What follows belongs to an exercise in optimizing a design on an open flow for small area, a short achievable clock period and few clock cycles per item; a production flow would make more cautious choices.
In this exercise RTL edits were held to simulation tests only and were not proved equivalent to the original.
Power figures rest on the tool's default switching activity, not on a simulated workload.

==> flow/design.v (outline; a module is shown in full before it is edited, if it fits) <==
// module array_mul_top: 1971 lines
// module mul_fa: 4 lines
// module mul_ha: 4 lines
module array_mul_top (
   input  logic        clk,
   input  logic        arst_n,
   input  logic        in_valid,
   input  logic        para_mode,
   input  logic [15:0] a,
   input  logic [15:0] b,
   output logic        out_valid,
   output logic [31:0] p
);
  // ...
==> flow/run.sh <==
#!/bin/bash
# synth_recipe.tcl (not shown) runs the flow's synth.tcl, then flattens the netlist and writes it again
# the make line also repeats each setting of config.mk as NAME=value (left out here)
make -C /OpenROAD-flow-scripts/flow DESIGN_CONFIG=/design/flow/config.mk WORK_HOME=/design/flow/orfs CLKGATE_MAP_FILE= SYNTH_SCRIPT=/design/flow/synth_recipe.tcl finish
==> flow/config.mk <==
export PLATFORM = sky130hd
export DESIGN_NAME = array_mul_top
export DESIGN_NICKNAME = array_mul_top
export VERILOG_FILES = /design/flow/design.v
export SDC_FILE = /design/flow/constraint.sdc
export NUM_CORES = 4
export LEC_CHECK = 0
export CAP_MARGIN = 20
export CORE_MARGIN = 2
export CORE_UTILIZATION = 40
export SETUP_SLACK_MARGIN = 3.3
export SLEW_MARGIN = 20
export SYNTH_HIERARCHICAL = 1
export SYNTH_MINIMUM_KEEP_SIZE = 0
==> flow/constraint.sdc <==
create_clock -name core_clock -period 6.0 [get_ports {clk}]
set_input_delay 1.2000 -clock core_clock [delete_from_list [all_inputs] [get_ports {clk}]]
set_output_delay 1.2000 -clock core_clock [all_outputs]
set_load 0.01 [all_outputs]
==> run notes, run 1 <==
- Ant diodes: 0
- Yosys top cell by area: fa_1
- Peak Freq: about 340 MHz
- Global-route wire length before repair: roughly 38000 um
- CP Data Required Time: between 6 and 7 ns
- RR Endpoint: cg25_q2
- Largest family of logic cells by synthesized area: adder cells
- Seq/Total Area, Yosys: approximately a third
- Inverters: 11
- Status: timing/DRC/antenna clean
- Die Wd: roughly 160 um
- Synth Area in XOR/XNOR: ~2.0%
- Min Tclk post-route: about 3 ns
- Buf/Inv on CP: 2
- LEAKAGE: 4.86 nW
- Crit-path cells: buf_16, nor2b_4, buf_6, nand2_4, fa_2, fa_2, fa_2
- Reg2reg start: fs87_q1
- Tap Count: 330
- CP Capture Type: register
- CP top delay family: adder cells
- Main power group: combinational logic
- WL met1: between 9000 and 10000 um
- I/O Buffers: just under 70
- Clock buffers: 17
- P_clk: 1.11 mW
- Yosys Warn Count: 7
- Placed instance area: between 10000 and 15000 um2
- # Max-Cap Violations: 0
- Commonest cells after routing, fill and taps aside: nand2_1 (191), dfxtp_1 (156), fa_2 (121), fa_1 (91), nand2_2 (51)
- Seq/total area: between 20% and 30%
- Final WS setup: just over 3 ns
- Multi-input combinational gate total: ~630
- R2R Setup Slk: roughly 3.0 ns
- Pre-CTS setup slack: 1.45 ns
- DP Cell Count: 1206
- P_seq: 1.64 mW
- Met2 routed WL: between 10000 and 15000 um
- Max reg flops: 2
- Antenna Nets Post-Route: 0
- Mapped Area: 10200 um2
- Post-synthesis mux area share: 0%
- Most flops, register: vld
- IO Pins: 69
- Final non-filler cell total: about 1300
- Synth-to-layout area growth: 28.8%
Testbench counts, summed over its fixed seeds: cycles 4,008, items 4,000.
==> run 2: changes to the inputs <==
--- a/flow/config.mk
+++ b/flow/config.mk
@@ -10,3 +10,3 @@
 export CORE_UTILIZATION = 40
-export SETUP_SLACK_MARGIN = 3.3
+export SETUP_SLACK_MARGIN = 3.6
 export SLEW_MARGIN = 20
==> run 2 against run 1 <==
Effect of this change: critical path depth increased by 1; total power grew 11%; fmax decreased by 0.73%; routed wire length increased by 7.2%; non-clock buffer count up 48; critical endpoint is now cg25_q2; highest routed layer unchanged.
==> run notes, run 2 <==
- Status: timing/DRC/antenna clean (unchanged)
- Vias in the first global route: 7268 (was 7087)
- Avg Cell Area, Syn: 11.5 um2 (unchanged)
- Drt total wl: 24900 um (was 23200 um)
- Area contributors post-synth: fa_1 (42%), dfxtp_1 (31%), nand2_1 (9.4%), ha_1 (3.9%), buf_4 (2.4%) (unchanged)
- I/O Buffers: 68 (unchanged)
- Hold depth: 0 (unchanged)
- Synth-to-layout area growth: 39.9% (was 28.8%)
- Critical Path Max Stage Delay: 0.57 ns (was 0.59 ns)
- RR Endpoint: cg25_q2 (unchanged)
- LEAKAGE: 5.41 nW (was 4.86 nW)
- Die Height: 164 um (unchanged)
- RSZ-0062 raised after global routing: yes (unchanged)
- Final non-filler cell total: 1355 (was 1307)
- Worst clock skew: 0.00862 ns (was 0.0128 ns)
- Most common cell in the netlist: nand2_1 (unchanged)
- Die ar.: 26800 um2 (unchanged)
- Synth top cells by count: nand2_1 (255), fa_1 (212), dfxtp_1 (160) (unchanged)
- WHS Endpoint: p0_q2 (was p1_q2)
- Worst-skew pair later-pin latency: 0.43 ns (was 0.44 ns)
- Final WS setup: 3.00 ns (was 3.02 ns)
- Global-route congestion overflow total: 0 (unchanged)
- Cells after Synth: 888 (unchanged)
- Most flops, register: vld (unchanged)
- Worst r2r path cells: 8 (unchanged)
- Synth top area share: 41.6% (unchanged)
- CTS Buffer Depth: 2 (unchanged)
- Yosys top cell by area: fa_1 (unchanged)
- Antenna Nets Post-Route: 0 (unchanged)
- Asr flop ratio synth: 1.23% (unchanged)
- Yosys Warn Count: 7 (unchanged)
- Worst Hold Class: reg -> reg (unchanged)
- Initial antenna violation count: 0 (unchanged)
- Peak Freq: 333 MHz (was 336 MHz)
- Main synth FF type: dfxtp_1 (unchanged)
- Hold Fails Final Rpt: 0 (unchanged)
- CP arrival: 3.32 ns (was 3.29 ns)
- DR WL met3: 1810 um (was 1840 um)
- Startpoint types: register (was input pin)
- Ant diodes: 0 (unchanged)
- Fin Setup TNS: 0 ns (unchanged)
- IO Pins: 69 (unchanged)
- Post-synth EDFFs: 0 (unchanged)
- Hold_ws: 0.328 ns (was 0.318 ns)
- Cell Pwr Density: 470 nW/um2 (was 459 nW/um2)
- Site Rows: 58 (unchanged)
- Reg2reg start: fc75_q1 (was fs87_q1)
- Hold_sp: p0_q1 (was p1_q1)
- Clk sinks: 162 (unchanged)
- Residual DRC: 0 (unchanged)
- Simple-gate share of the synthesized area: 12.0% (unchanged)
- CP Data Required Time: 6.32 ns (was 6.31 ns)
- Largest family of logic cells by synthesized area: adder cells (unchanged)
- RePlAce Congestion: 0.857 (was 0.890)
- Max reg flops: 2 (unchanged)
- Vias/cell: 4.97 (was 4.94)
- Nets: 1292 (was 1244)
- Root buffer cell: clkbuf_16 (unchanged)
- Crit path max-delay cell type: fa_1 (was fa_2)
- CP Class: reg -> reg (was in -> reg)
- Pre-CTS setup slack: 1.50 ns (was 1.45 ns)
- Slew Limit Fails: 0 (unchanged)
- Clock transition at path regs: 0.07 ns (was 0.08 ns)
- Core area: 25100 um2 (unchanged)
- Fraction of layout cells with a size suffix above 1: 51.0% (was 39.5%)
- Vias: 6730 (was 6451)
- Largest net degree at the start of global routing: 17 (was 20)
- WL met1: 10200 um (was 9610 um)
- Overall Global Routing Usage: 19.3% (was 18.6%)
- Synth Area in XOR/XNOR: 1.97% (unchanged)
- Min Tclk post-route: 3.00 ns (was 2.98 ns)
- Detailed Routing Iterations Pass 1: 7 (was 5)
- Synth Area in Compound Gates: 3.46% (unchanged)
- Period utilization: 50.0% (was 49.6%)
- Commonest non-fill, non-tap cell in the layout: nand2_1 (unchanged)
- Commonest cells after routing, fill and taps aside: nand2_1 (164), fa_2 (154), dfxtp_1 (154), buf_6 (65), fa_1 (58) (was nand2_1 (191), dfxtp_1 (156), fa_2 (121), fa_1 (91), nand2_2 (51))
- DP Cell Count: 1208 (was 1206)
- Setup violations, final: 0 (unchanged)
- CTS tree: built (unchanged)
- Synth Register Bits: 162 (unchanged)
- Seq/Total Area, Yosys: 31.9% (unchanged)
- Global-route wire length before repair: 38900 um (was 37700 um)
- Worst-path maximum fanout: 2 (was 8)
- Die Wd: 164 um (unchanged)
- # Max-Cap Violations: 0 (unchanged)
- Cts bufs inserted: 17 (unchanged)
- Post-synthesis mux area share: 0% (unchanged)
- R2R Setup Slk: 3.00 ns (was 3.02 ns)
- DP HPWL: 16400 um (was 16300 um)
- Routed length per instance: 18.4 um (was 17.8 um)
- Met2 routed WL: 12500 um (was 11300 um)
- Design area: 14300 um2 (was 13100 um2)
- CP Capture Type: register (unchanged)
- Crit-path cells: fa_1, fa_2, fa_2, fa_2, ha_4, a21o_1, a21o_1, a21o_1 (was buf_16, nor2b_4, buf_6, nand2_4, fa_2, fa_2, fa_2)
- Initial Util: 40.6% (unchanged)
- Adder-cell area share of the yosys netlist: 45.5% (unchanged)
- Hold buffers post-CTS: 0 (unchanged)
- Top sig layer: met4 (unchanged)
- Mapped Area: 10200 um2 (unchanged)
- H-tree depth: 4 (unchanged)
- Post-synth cell types: 32 (unchanged)
- Initial DRC count: 371 (was 441)
- Placed instance area: 11500 um2 (was 11200 um2)
- Maximum vdd drop: 242 uV (was 218 uV)
-- run 2: timing repair --
action                     in CTS  in global routing
setup endpoints to repair     153                119
buffers inserted               81                 31
cloned                          3                  0
hold endpoints to repair        0                  0
pin swaps                     106                 69
resized for setup             524                 81
-- run 2: per-module statistics from Yosys, one instance, submodules excluded --
module / flip-flops and latches / cells / copies in the design / cell area [um2]
array_mul_top: 162 / 678 / 1 / 6000
mul_fa: 0 / 1 / 210 / 20.0
-- run 2: cell type report --
class	count	area [um2]
timing repair buffer	187	2100
clock inverter	15	268
sequential	162	3260
inverter	11	43.8
clock buffer	17	425
fill	2016	10800
tap	330	413
multi-input combinational	633	7770
-- run 2: worst max-delay path, delay by kind of cell, from the launching register on --
family	cells	cell delay (ns)
compound gates	3	0.51
fa+ha+maj	5	2.08
flops	1	0.32
-- run 2: logic make-up (layout without fill, tap and decap cells) --
group           Yosys count  after routing
compound gates           50             50
buf+inv                 107            230
xor+xnor                 23             23
flops                   162            162
fa+ha+maj               244            244
simple gates            301            301
other cells               1             15
-- run 2: layer usage --
metal / global-route usage [%] / up-vias
li1: - / 2922
met3: 4.39 / 35
met4: 5.42 / 0
met5: 0 / -
met1: 25.5 / 3482
met2: 32.2 / 291
-- run 2: how the worst max path moves through the flow --
stage / startpoint / end / slack, ns / cells past startpoint
final: fc75_q1 / cg25_q2 / 3.00 / 8
after global routing: fc75_q1 / cg25_q2 / 2.91 / 8
after CTS: fc75_q1 / cg25_q2 / 2.98 / 8
after detailed placement: a[9] / fs75_q1 / 1.50 / 6
after global placement: a[9] / fs75_q1 / 1.51 / 6
after floorplan: a[11] / fs75_q1 / 2.75 / 7
-- run 2: per-stage QoR --
step           util (%)  power [mW]
2_1_floorplan         -        4.10
3_3_place_gp       45.7        4.72
3_5_place_dp       45.7        4.78
4_1_cts            54.7        6.47
5_1_grt            56.9        7.28
6_report           56.9        6.71
-- run 2: power breakdown --
group	internal (mW)	leakage [nW]	switching (mW)
Sequential	1.48	1.36	0.166
Combinational	2.03	3.72	1.77
Clock	0.795	0.334	0.477
==> run 3: changes to the inputs <==
--- a/flow/config.mk
+++ b/flow/config.mk
@@ -10,3 +10,3 @@
 export CORE_UTILIZATION = 40
-export SETUP_SLACK_MARGIN = 3.6
+export SETUP_SLACK_MARGIN = 3.0
 export SLEW_MARGIN = 20
==> run 3 against run 2 <==
Effect of this change: non-clock buffer count shrank 82; count of clock-buffer cells in the layout unchanged; fmax decreased by 1.2%; first-iteration DRC count up 17%; synthesized cell count stayed put; clock skew rose by 0.010 ns; hold slack gained 0.0037 ns; sequential share of layout area increased by 3.9 points; area after synthesis unchanged; final cell count decreased by 6.1%; critical path type is now reg -> out.
==> run notes, run 3 <==
- Final core occ: 48.5% (was 56.9%)
- Worst clock skew: 0.0186 ns (was 0.00862 ns)
- Initial antenna violation count: 0 (unchanged)
- Synth Register Bits: 162 (unchanged)
- Vias: 6212 (was 6730)
- H-tree depth: 4 (unchanged)
- Initial Util: 40.6% (unchanged)
- Worst-skew pair later-pin latency: 0.44 ns (was 0.43 ns)
- Die Wd: 164 um (unchanged)
- Ant diodes: 0 (unchanged)
- Root buffer cell: clkbuf_16 (unchanged)
- Synth-to-layout area growth: 19.4% (was 39.9%)
- Core area: 25100 um2 (unchanged)
- # Max-Cap Violations: 0 (unchanged)
- Period utilization: 50.6% (was 50.0%)
- Commonest cells after routing, fill and taps aside: nand2_1 (231), dfxtp_1 (157), fa_1 (131), fa_2 (81), buf_4 (38) (was nand2_1 (164), fa_2 (154), dfxtp_1 (154), buf_6 (65), fa_1 (58))
- Worst-path maximum fanout: 6 (was 2)
- Yosys Warn Count: 7 (unchanged)
- Post-synth cell types: 32 (unchanged)
- Min Tclk post-route: 3.04 ns (was 3.00 ns)
- Commonest non-fill, non-tap cell in the layout: nand2_1 (unchanged)
- Antenna Nets Post-Route: 0 (unchanged)
- Overall Global Routing Usage: 18.1% (was 19.3%)
- CP Capture Type: output port (was register)
- Drt total wl: 22200 um (was 24900 um)
- Mapped Area: 10200 um2 (unchanged)
- Routed length per instance: 17.4 um (was 18.4 um)
- Residual DRC: 0 (unchanged)
- Maximum vdd drop: 229 uV (was 242 uV)
- RSZ-0062 raised after global routing: yes (unchanged)
- CP Class: reg -> out (was reg -> reg)
- Worst Hold Class: reg -> reg (unchanged)
- Synth top cells by count: nand2_1 (255), fa_1 (212), dfxtp_1 (160) (unchanged)
- Max reg flops: 2 (unchanged)
- Setup violations, final: 0 (unchanged)
- Avg Cell Area, Syn: 11.5 um2 (unchanged)
- Clock transition at path regs: 0.08 ns (was 0.07 ns)
- Largest net degree at the start of global routing: 21 (was 17)
- CP arrival: 1.84 ns (was 3.32 ns)
- RePlAce Congestion: 0.846 (was 0.857)
- Most common cell in the netlist: nand2_1 (unchanged)
- Nets: 1210 (was 1292)
- Die Height: 164 um (unchanged)
- DP HPWL: 16300 um (was 16400 um)
- Main synth FF type: dfxtp_1 (unchanged)
- Hold buffers post-CTS: 0 (unchanged)
- Status: timing/DRC/antenna clean (unchanged)
- Reg area: 3260 um2 (about the same)
- Area contributors post-synth: fa_1 (42%), dfxtp_1 (31%), nand2_1 (9.4%), ha_1 (3.9%), buf_4 (2.4%) (unchanged)
- I/O Buffers: 68 (unchanged)
- Cts bufs inserted: 17 (unchanged)
- CTS Buffer Depth: 2 (unchanged)
- Slew Limit Fails: 0 (unchanged)
- Asr flop ratio synth: 1.23% (unchanged)
- Post-synth EDFFs: 0 (unchanged)
- CTS tree: built (unchanged)
- Startpoint types: register (unchanged)
- Filler cell count: 2258 (was 2016)
- Global-route congestion overflow total: 0 (unchanged)
- Hold Fails Final Rpt: 0 (unchanged)
- Most flops, register: vld (unchanged)
- Global-route wire length before repair: 36800 um (was 38900 um)
- IO Pins: 69 (unchanged)
- Clk sinks: 162 (unchanged)
- Cell Pwr Density: 476 nW/um2 (was 470 nW/um2)
- Yosys top cell by area: fa_1 (unchanged)
- Synth top area share: 41.6% (unchanged)
- LEAKAGE: 4.44 nW (was 5.41 nW)
- Area of the multi-input gates: 6990 um2 (was 7770 um2)
- Peak Freq: 329 MHz (was 333 MHz)
- Initial DRC count: 433 (was 371)
- Cells after Synth: 888 (unchanged)
- Detailed Routing Iterations Pass 1: 6 (was 7)
- Site Rows: 58 (unchanged)
- Vias in the first global route: 6973 (was 7268)
- Seq/Total Area, Yosys: 31.9% (unchanged)
- Fraction of layout cells with a size suffix above 1: 27.4% (was 51.0%)
- CP Data Required Time: 4.80 ns (was 6.32 ns)
- Die ar.: 26800 um2 (unchanged)
- Vias/cell: 4.88 (was 4.97)
- Fin Setup TNS: 0 ns (unchanged)
-- run 3: cell counts after synthesis --
Identical to the previous run, type by type.
-- run 3: cell families (layout without fill, tap and decap cells) --
kind of cell    count (synthesis)  after routing  synth area share, %
compound gates                 50             50                 3.46
xor+xnor                       23             23                 1.97
fa+ha+maj                     244            244                 45.5
buf+inv                       107            148                 5.11
flops                         162            162                 31.9
other cells                     1             15               0.0368
simple gates                  301            301                 12.0
-- run 3: metal layers --
metal	part of all wire (%)	vias to the layer above	GRT usage (%)	routed length (um)
li1	-	2751	-	-
met4	1.8	0	5.62	403
met3	6.8	31	3.66	1520
met1	43	3191	24.3	9490
met5	0	-	0	0
met2	49	239	29.8	10800
-- run 3: metrics by stage --
stage	setup WS (ns)	hold WS, ns	cell area, um2	instances	total power, mW
finish	2.96	0.332	12200	1273	5.80
global route	2.87	0.345	12200	1273	6.35
CTS	2.91	0.335	12000	1264	5.79
detailed placement	1.47	0.318	11100	1206	4.51
global placement	1.51	0.313	11100	1206	4.47
floorplan	2.75	0.310	10800	902	3.84
-- run 3: Yosys stat by module (local to each module, per instance) --
module | cells | times used | flip-flops and latches | area (um2)
array_mul_top | 678 | 1 | 162 | 6000
mul_fa | 1 | 210 | 0 | 20.0
-- run 3: timing repair --
action                                  4_1_cts  5_1_grt
setup buffers                                26        9
pin swaps                                    18       17
endpoints found under the setup margin      113       32
hold endpoints to repair                      0        0
gates resized for setup                     227       69
-- run 3: final cells by class --
type / instances / share of cell area, %
multi-input cells: 633 / 57.4
inverters: 11 / 0.339
clock buffers: 17 / 3.49
clock inverters: 15 / 1.59
well taps: 330 / 3.39
flip-flops and latches: 162 / 26.8
repair buffers: 105 / 7.05
-- run 3: path summary, 6_finish.rpt --
kind | startpoint | end | slack (ns) | cells after the start
setup / recovery | cg55_q2 | p[29] | 2.96 | 6
hold / removal | sm2_q1 | sm2_q2 | 0.33 | 0
setup reg to reg | fs84_q1 | cg25_q2 | 3.02 | 8
hold reg to reg | sm2_q1 | sm2_q2 | 0.33 | 0
max in group asynchronous | arst_n | vld[0] | 4.96 | 1
min in group asynchronous | arst_n | vld[1] | 0.93 | 1
-- run 3: worst max-delay path, cell delays in order, from the launching register on --
cell and delay [ns]:
dfxtp_4 0.36, a21o_4 0.22, a21o_4 0.25, buf_6 0.13, a21oi_4 0.14, xor2_2 0.16, buf_2 0.15
-- run 3: power breakdown --
part | internal (mW) | switching, mW | total, mW
Sequential | 1.48 | 0.160 | 1.64
Combinational | 1.53 | 1.51 | 3.04
Clock | 0.574 | 0.548 | 1.12
Total | 3.59 | 2.21 | 5.80
==> run 4: changes to the inputs <==
--- a/flow/config.mk
+++ b/flow/config.mk
@@ -7,2 +7,3 @@
 export LEC_CHECK = 0
+export ABC_AREA = 1
 export CAP_MARGIN = 20
==> run 4 against run 3 <==
Effect of this change: clock power shrank 4%; sequential cell count did not move; global-route usage decreased by 1.1 points; sequential power about the same; area after synthesis is 3.0% higher; count of clock-buffer cells in the layout did not move; critical path depth grew 2; largest power group unchanged.
==> run notes, run 4 <==
- Yosys Warn Count: 7 (unchanged)
- IO Pins: 69 (unchanged)
- Sw Share: 40.1% (was 38.2%)
- Core area: 25900 um2 (was 25100 um2)
- Slew Limit Fails: 0 (unchanged)
- Cts bufs inserted: 17 (unchanged)
- Startpoint types: input pin (was register)
- CTS Buffer Depth: 2 (unchanged)
- Residual DRC: 0 (unchanged)
- Peak Freq: 331 MHz (was 329 MHz)
- Hold_ws: 0.329 ns (was 0.332 ns)
- Post-synth cell types: 28 (was 32)
- Buf/Inv on CP: 3 (was 2)
- Hold_sp: p1_q1 (was sm2_q1)
- Hold Fails Final Rpt: 0 (unchanged)
- Routed length per instance: 15.8 um (was 17.4 um)
- Global-route congestion overflow total: 0 (unchanged)
- Fin Setup TNS: 0 ns (unchanged)
- CP top delay family: adder cells (was compound AO/OA/AOI/OAI gates)
- Yosys top cell by area: fa_1 (unchanged)
- Most common cell on crit path: fa_1 (was a21o_4)
- Asr flop ratio synth: 1.23% (unchanged)
- DP HPWL: 16400 um (was 16300 um)
- Vias: 6508 (was 6212)
- Initial Util: 40.5% (was 40.6%)
- Drt total wl: 21800 um (was 22200 um)
- Sequential share of power: 28.1% (was 28.2%)
- Die ar.: 27600 um2 (was 26800 um2)
- Clock transition at path regs: 0.07 ns (was 0.08 ns)
- Max reg flops: 2 (unchanged)
- Detailed Routing Iterations Pass 1: 5 (was 6)
- RePlAce Congestion: 0.863 (was 0.846)
- Die Height: 166 um (was 164 um)
- Period utilization: 50.3% (was 50.6%)
- Crit-path cells: buf_12, buf_16, nor2_4, buf_12, nand2_4, fa_1, fa_1, fa_1 (was a21o_4, a21o_4, buf_6, a21oi_4, xor2_2, buf_2)
- Commonest cells after routing, fill and taps aside: nand2_1 (290), dfxtp_1 (159), fa_1 (156), inv_1 (59), fa_2 (56) (was nand2_1 (231), dfxtp_1 (157), fa_1 (131), fa_2 (81), buf_4 (38))
- Avg Cell Area, Syn: 10.8 um2 (was 11.5 um2)
- CP Data Required Time: 6.30 ns (was 4.80 ns)
- Critical Path Max Stage Delay: 0.59 ns (was 0.36 ns)
- Worst-path maximum fanout: 8 (was 6)
- Antenna Nets Post-Route: 0 (unchanged)
- # Max-Cap Violations: 0 (unchanged)
- Site Rows: 59 (was 58)
- Main synth FF type: dfxtp_1 (unchanged)
- Global-route wire length before repair: 36900 um (was 36800 um)
- Cell Pwr Density: 464 nW/um2 (was 476 nW/um2)
- Final WS setup: 2.98 ns (was 2.96 ns)
- Initial antenna violation count: 0 (unchanged)
- Most common cell in the netlist: nand2_1 (unchanged)
- Vias/cell: 4.72 (was 4.88)
- Most flops, register: vld (unchanged)
- Largest net degree at the start of global routing: 19 (was 21)
- CP Class: in -> reg (was reg -> out)
- Clk pwr share: 18.7% (was 19.3%)
- Setup crit start: para_mode (was cg55_q2)
- Pre-CTS setup slack: 1.79 ns (was 1.47 ns)
- Synth top area share: 40.4% (was 41.6%)
- CP arrival: 3.32 ns (was 1.84 ns)
- Fraction of layout cells with a size suffix above 1: 22.0% (was 27.4%)
- CTS tree: built (unchanged)
- Worst clock skew: 0.0125 ns (was 0.0186 ns)
- Die Wd: 166 um (was 164 um)
- Area contributors post-synth: fa_1 (40%), dfxtp_1 (30%), nand2_1 (12%), ha_1 (3.8%), buf_4 (2.7%) (was fa_1 (42%), dfxtp_1 (31%), nand2_1 (9.4%), ha_1 (3.9%), buf_4 (2.4%))
- Synth Register Bits: 162 (unchanged)
- Internal power: 3.44 mW (was 3.59 mW)
- H-tree depth: 4 (unchanged)
- Sw Pwr: 2.31 mW (was 2.21 mW)
- Synth-to-layout area growth: 18.0% (was 19.4%)
- Worst Hold Class: reg -> reg (unchanged)
- Cells after Synth: 976 (was 888)
- Initial DRC count: 361 (was 433)
- I/O Buffers: 68 (unchanged)
- Commonest non-fill, non-tap cell in the layout: nand2_1 (unchanged)
- LEAKAGE: 4.73 nW (was 4.44 nW)
- Min Tclk post-route: 3.02 ns (was 3.04 ns)
- CP Capture Type: register (was output port)
- Overall Global Routing Usage: 17.0% (was 18.1%)
- R2R Setup Slk: 3.08 ns (was 3.02 ns)
- Post-synth EDFFs: 0 (unchanged)
- Root buffer cell: clkbuf_16 (unchanged)
- Seq/Total Area, Yosys: 31.0% (was 31.9%)
- Worst-skew pair later-pin latency: 0.43 ns (was 0.44 ns)
- Status: timing/DRC/antenna clean (unchanged)
- Clk sinks: 162 (unchanged)
- RSZ-0062 raised after global routing: yes (unchanged)
- Reg2reg start: fs84_q1 (unchanged)
- Vias in the first global route: 7112 (was 6973)
- Maximum vdd drop: 241 uV (was 229 uV)
- Combinational Power Share: 53.2% (was 52.4%)
- Setup violations, final: 0 (unchanged)
- Nets: 1310 (was 1210)
- Synth top cells by count: nand2_1 (324), fa_1 (212), dfxtp_1 (160) (was nand2_1 (255), fa_1 (212), dfxtp_1 (160))
- Crit path max-delay cell type: fa_1 (was dfxtp_4)
- Ant diodes: 0 (unchanged)
- Mapped Area: 10500 um2 (was 10200 um2)
==> run 4: path summary, 6_finish.rpt <==
check | endpoint | cells past startpoint
worst min-delay path | p1_q2 | 0
max in group asynchronous | vld[0] | 1
worst min register to register | p1_q2 | 0
worst max-delay path | fs100_q1 | 8
worst max register to register | cg25_q2 | 8
min in group asynchronous | vld[1] | 1
==> run 4: area by class of cell <==
cell class | instances | area (um2)
Clock buffer | 17 | 425
Multi-Input combinational cell | 685 | 6940
Fill cell | 2347 | 13500
Tap cell | 335 | 419
Inverter | 61 | 229
Clock inverter | 15 | 166
Timing Repair Buffer | 103 | 957
Sequential cell | 162 | 3260
==> run 4: modules after synthesis (local to each module, per instance) <==
module	flip-flops and latches	times used
mul_fa	0	210
array_mul_top	162	1
==> run 4: kinds of logic after synthesis <==
kind of cell,share of synthesized area (%)
simple gates,15.3
fa+ha+maj,44.2
flops,31.0
buf+inv,6.78
compound gates,1.57
xor+xnor,1.17
other cells,0.0357
==> run 4: stage by stage <==
| stage | cells | util (%) | area [um2] | total power [mW] |
|---|---|---|---|---|
| 2_1_floorplan | 990 | - | 10900 | 3.89 |
| 5_1_grt | 1378 | 47.8 | 12400 | 6.35 |
| 3_3_place_gp | 1312 | 43.8 | 11400 | 4.53 |
| 4_1_cts | 1361 | 46.8 | 12100 | 5.71 |
| 3_5_place_dp | 1312 | 43.8 | 11400 | 4.59 |
| 6_report | 1378 | 47.8 | 12400 | 5.75 |
==> run 4: routing by layer <==
layer	GRT usage [%]	vias up	wire, um
met5	0	-	0
met4	4.65	0	204
met3	3.10	15	1220
met2	27.7	185	10600
met1	23.7	3326	9750
li1	-	2982	-
==> run 4: power by group through the flow <==
stage	sequential [mW]	clock, mW	combinational, mW
floorplan	1.61	0	2.28
global route	1.66	1.16	3.54
finish	1.62	1.08	3.06
global placement	1.64	0	2.89
CTS	1.62	1.11	2.98
detailed placement	1.64	0	2.95
==> run 4: timing repair <==
| action | CTS | global route |
|---|---|---|
| buffers inserted | 16 | 17 |
| hold buffers | 0 | 0 |
| cloned | 1 | 0 |
| setup endpoints to repair | 107 | 40 |
| pin swaps | 30 | 39 |
| endpoints found under the hold margin | 0 | 0 |
| resized for setup | 181 | 73 |

-- what the ideal ports hide --
The flow's constraints put no driver on any port. The routed layouts listed below were extracted and timed again, unchanged, in two steps.
Step 1 (the two cells are an assumption about what drives the block):
set clk [get_ports {clk}]
set_driving_cell -lib_cell sky130_fd_sc_hd__clkbuf_16 $clk
set_driving_cell -lib_cell sky130_fd_sc_hd__buf_2 [delete_from_list [all_inputs] $clk]
Step 2 times the ports against the registers' clock, not the clock port: input delays grow and output delays shrink by t, the midpoint of the rising clock arrivals with the driver on.
a / b / c = ideal ports / drivers / drivers and shift; a / b = the first two.
| run | t, ns | slack for setup (ns) | worst setup path after step 2 | worst slew at a driven data input, ns | pins driven straight from the clock port |
|---|---|---|---|---|---|
| run 1 | 0.480 | 3.023 / 2.953 / 2.473 | input to register | 0.18 | 1 |
| run 2 | 0.468 | 3.001 / 2.965 / 2.497 | input to register | 0.20 | 1 |
| run 3 | 0.478 | 2.965 / 2.919 / 2.546 | input to register | 0.06 | 1 |
| run 4 | 0.480 | 2.980 / 2.979 / 2.499 | input to register | 0.06 | 1 |
After both steps setup and hold are still met in every run listed. The setup slack of run 1, which loses most, moves by -0.070 ns with the drivers and by -0.550 ns with both steps.
